What follows belongs to an exercise in optimizing a design on an open flow for small area and a short achievable clock period; a production flow would make more cautious choices.
In this exercise RTL edits were held to simulation tests only and were not proved equivalent to the original.

Setup of run A:
==> flow/design.v <==
module md_unit #(
    parameter int MUL_LAT = 5,
    parameter int DIV_LAT = 10
) (
    input  logic        clk,
    input  logic        resetn,
    input  logic        start,
    input  logic        valid,
    input  logic [2:0]  op,
    input  logic [31:0] A,
    input  logic [31:0] B,
    output logic        busy,
    output logic [31:0] HI,
    output logic [31:0] LO
);
    logic        busy_q;
    logic [3:0]  cnt_q;
    logic        isdiv_q;    
    logic        sgn_q;      
    logic        first_q;    
    logic        last_q;     
    logic        ybit_q;     
    logic        negq_q;     
    logic        negr_q;     
    logic        q31_q, q30_q;  
    logic        sb_q;       
    logic [31:0] hi_q, lo_q;
    logic [31:0] m_q;        
    logic [31:0] sh_q;       
    logic [34:0] acc_q;      
    logic fire, last;
    assign fire = start & valid & ~busy_q;
    assign last = busy_q & last_q;
    function automatic logic [35:0] rca35(input logic [34:0] a, input logic [34:0] b,
                                          input logic ci);
        logic c;
        logic [35:0] o;
        c = ci;
        for (int j = 0; j < 35; j++) begin
            o[j] = a[j] ^ b[j] ^ c;
            c    = (a[j] & b[j]) | (c & (a[j] ^ b[j]));
        end
        o[35] = c;
        rca35 = o;
    endfunction
    function automatic logic [36:0] bk_carry(input logic [35:0] g_in, input logic [35:0] p_in,
                                             input logic ci);
        logic [35:0] g, p;
        logic [36:0] c;
        g = g_in; p = p_in;
        g[0] = g[0] | (p[0] & ci);
        for (int l = 0; l < 6; l++)
            for (int j = 0; j < 36; j++)
                if ((j % (2 << l)) == (2 << l) - 1) begin
                    g[j] = g[j] | (p[j] & g[j - (1 << l)]);
                    p[j] = p[j] & p[j - (1 << l)];
                end
        for (int l = 4; l >= 0; l--)
            for (int j = 0; j < 36; j++)
                if (j >= (3 << l) - 1 && ((j + 1) % (2 << l)) == (1 << l)) begin
                    g[j] = g[j] | (p[j] & g[j - (1 << l)]);
                    p[j] = p[j] & p[j - (1 << l)];
                end
        c[0] = ci;
        for (int j = 0; j < 36; j++) c[j+1] = g[j];
        bk_carry = c;
    endfunction
    function automatic logic [31:0] cneg(input logic [31:0] x, input logic n);
        logic m;
        logic [31:0] o;
        m = 1'b0;
        for (int j = 0; j < 32; j++) begin
            o[j] = x[j] ^ m;
            m    = m | (n & x[j]);
        end
        cneg = o;
    endfunction
    logic [34:0] mx, mx2;
    assign mx  = {{3{sb_q}}, m_q};
    assign mx2 = {mx[33:0], 1'b0};
    function automatic logic [35:0] brow(input logic [34:0] acc, input logic [2:0] dig,
                                         input logic [34:0] x1, input logic [34:0] x2);
        logic one, two, neg;
        logic [34:0] pp;
        one = dig[0] ^ dig[1];
        two = (dig == 3'b011) | (dig == 3'b100);
        neg = dig[2] & ~(dig[1] & dig[0]);
        pp  = ((x1 & {35{one}}) | (x2 & {35{two}})) ^ {35{neg}};
        brow = rca35(acc, pp, neg);
    endfunction
    logic [34:0] macc [0:4];
    logic [31:0] msh  [0:4];
    logic        myb  [0:4];
    logic [35:0] mfix;
    always_comb begin
        macc[0] = acc_q;
        msh[0]  = sh_q;
        myb[0]  = ybit_q;
        mfix    = '0;
        for (int k = 0; k < 4; k++) begin
            logic [35:0] s;
            logic [2:0]  dig;
            dig = {msh[k][1:0], myb[k]};
            if (k == 0 && last_q)
                dig = {2'b00, ~sgn_q & ybit_q};
            s         = brow(macc[k], dig, mx, mx2);
            if (k == 0)
                mfix = s;
            macc[k+1] = {{2{s[34]}}, s[34:2]};
            msh[k+1]  = {s[1:0], msh[k][31:2]};
            myb[k+1]  = msh[k][1];
        end
    end
    logic        sa, sb;
    logic [31:0] absa;
    logic [32:0] dneg;       
    logic        dcin;
    assign sa   = sgn_q & sh_q[31];
    assign sb   = sb_q;
    assign absa = cneg(sh_q, sa & first_q);    
    assign dneg = {1'b1, m_q};
    assign dcin = ~sb;
    logic top1, dz, d1, d2, d3;
    assign top1 = &m_q[31:2];
    assign dz = top1 & ~sb & (m_q[1:0] == 2'd3);
    assign d1 = top1 & (m_q[1:0] == (sb ? 2'd3 : 2'd2));
    assign d2 = top1 & (m_q[1:0] == (sb ? 2'd2 : 2'd1));
    assign d3 = top1 & (m_q[1:0] == (sb ? 2'd1 : 2'd0));
    logic       q31, q30;
    logic       r1;
    logic [1:0] rr2, r2;
    always_comb begin
        q31 = dz | (d1 & absa[31]);
        r1  = absa[31] & ~d1;
        rr2 = {r1, absa[30]};
        q30 = dz | (d1 & (rr2 >= 2'd1)) | (d2 & (rr2 >= 2'd2)) | (d3 & (rr2 == 2'd3));
        r2  = dz ? rr2 : d1 ? (rr2 - 2'd1) & {2{q30}} | rr2 & {2{~q30}} :
              d2 ? (q30 ? rr2 - 2'd2 : rr2) : d3 ? (q30 ? 2'd0 : rr2) : rr2;
    end
    logic [31:0] drem [0:3];
    logic [2:0]  dq;
    logic [2:0]  dbit;
    assign drem[0] = acc_q[31:0] | {30'd0, r2 & {2{first_q}}};
    assign dbit    = absa[29:27];
    always_comb begin
        for (int k = 0; k < 3; k++) begin
            logic [32:0] rr;
            logic [33:0] t;
            logic [36:0] cy;
            rr        = {drem[k], dbit[2-k]};
            cy        = bk_carry({3'd0, rr & dneg}, {3'd0, rr ^ dneg}, dcin);
            t         = {cy[33], rr ^ dneg ^ cy[32:0]};
            dq[2-k]   = t[33];
            drem[k+1] = t[33] ? t[31:0] : rr[31:0];
        end
    end
    logic [31:0] quo;
    assign quo = {q31_q, q30_q, sh_q[26:0], dq};
    logic [31:0] res_hi, res_lo;
    assign res_hi = cneg(isdiv_q ? drem[3] : mfix[31:0], negr_q);
    assign res_lo = cneg(isdiv_q ? quo : sh_q, negq_q);
    always_ff @(posedge clk or negedge resetn) begin
        if (!resetn) begin
            busy_q <= 1'b0;
            hi_q   <= '0;
            lo_q   <= '0;
        end else begin
            if (fire & ~op[2])
                busy_q <= 1'b1;
            else if (last)
                busy_q <= 1'b0;
            if (last) begin
                hi_q <= res_hi;
                lo_q <= res_lo;
            end else if (fire & (op == 3'd4)) begin
                hi_q <= A;
            end else if (fire & (op == 3'd5)) begin
                lo_q <= A;
            end
        end
    end
    always_ff @(posedge clk) begin
        if (!busy_q) begin
            cnt_q   <= op[1] ? 4'd9 : 4'd4;
            isdiv_q <= op[1];
            sgn_q   <= ~op[0];
            first_q <= 1'b1;
            last_q  <= 1'b0;
            m_q     <= B ^ {32{op[1] & ~(~op[0] & B[31])}};
            sb_q    <= ~op[0] & B[31];
            sh_q    <= A;
            acc_q   <= '0;
            ybit_q  <= 1'b0;
        end else begin
            cnt_q   <= cnt_q - 4'd1;
            first_q <= 1'b0;
            last_q  <= (cnt_q == 4'd1);
            if (first_q) begin
                negq_q <= (sa ^ sb) & ~dz & isdiv_q;
                negr_q <= sa & isdiv_q;
                q31_q  <= q31;
                q30_q  <= q30;
            end
            if (!isdiv_q) begin
                acc_q  <= macc[4];
                sh_q   <= msh[4];
                ybit_q <= myb[4];
            end else begin
                acc_q <= {3'd0, drem[3]};
                sh_q  <= {absa[28:0], dq};
            end
        end
    end
    assign busy = busy_q;
    assign HI   = hi_q;
    assign LO   = lo_q;
endmodule
clock: 110.0 ns
lec_check: 0
abc_area: 1
cap_margin: 50
core_margin: 2
core_utilization: 65
place_density: 0.75
slew_margin: 50
buffer_ports_args: -buffer_cell sky130_fd_sc_hd__buf_1
cts_args: -sink_clustering_enable -repair_clock_nets -dont_use_dummy_load
standard.sh (not shown) runs the stock make flow with config.mk's settings and CLKGATE_MAP_FILE= SYNTH_SCRIPT=/design/flow/synth_recipe.tcl, a recipe that flattens the netlist after the stock synthesis.
==> flow/flow/run.sh <==
#!/bin/bash
set -euo pipefail
cat >> config.mk <<'EOF'
export BUFFER_PORTS_ARGS = -buffer_cell sky130_fd_sc_hd__buf_1
export CTS_ARGS = -sink_clustering_enable -repair_clock_nets -dont_use_dummy_load
EOF
bash standard.sh > standard.log 2>&1
The flow did not stop early for run A: all stages ran, and the layout cleared the timing, DRC and antenna checks.
The following lists how run B was set up differently from run A:
- a change of CAP_MARGIN from 50 to 60
- a change of SLEW_MARGIN from 50 to 60
==> summary.txt <==
Changes observed in run B relative to run A: time the final worst path needs with I/O delays and setup has increased, clock skew after layout comparable, number of instances resized during post-cts repair neither gained nor lost much.
The share of the cycle needed by the critical path after routing on run B is in line with that on run A.
First-pass GRT wire length was lower in the run labelled run B.
From run A to run B the numbers moved as follows: design area rose by 0.33%, final routed wirelength across all metal layers stayed essentially flat.
Any difference in instance area after placement between run A and run B is small enough to ignore.

-- what the ideal ports hide --
Ports are ideal in the flow. The routed layouts listed here were re-timed in OpenROAD.
Step 1, drivers: a clkbuf_16 drives clk and a buf_2 each remaining input, both assumed.
Step 2 adds t to the input delays and takes it off the output delays; t is the mean of the earliest and latest rising clock arrival at the registers after step 1. Input paths then give back, and output paths get back, about the clock's delay inside the block.
a / b / c = ideal / step 1 / step 2; a / b = the first two.
run | t (ns) | setup WS [ns] | latest minus earliest clock arrival (ns)
run A | 0.508 | 85.741 / 85.759 / 85.251 | 0.022 / 0.021
run B | 0.510 | 85.681 / 85.714 / 85.204 | 0.022 / 0.022
After both steps every run listed still meets setup and hold. For run A, which loses most, drivers alone change the setup slack by +0.018 ns; drivers and shift together by -0.490 ns.
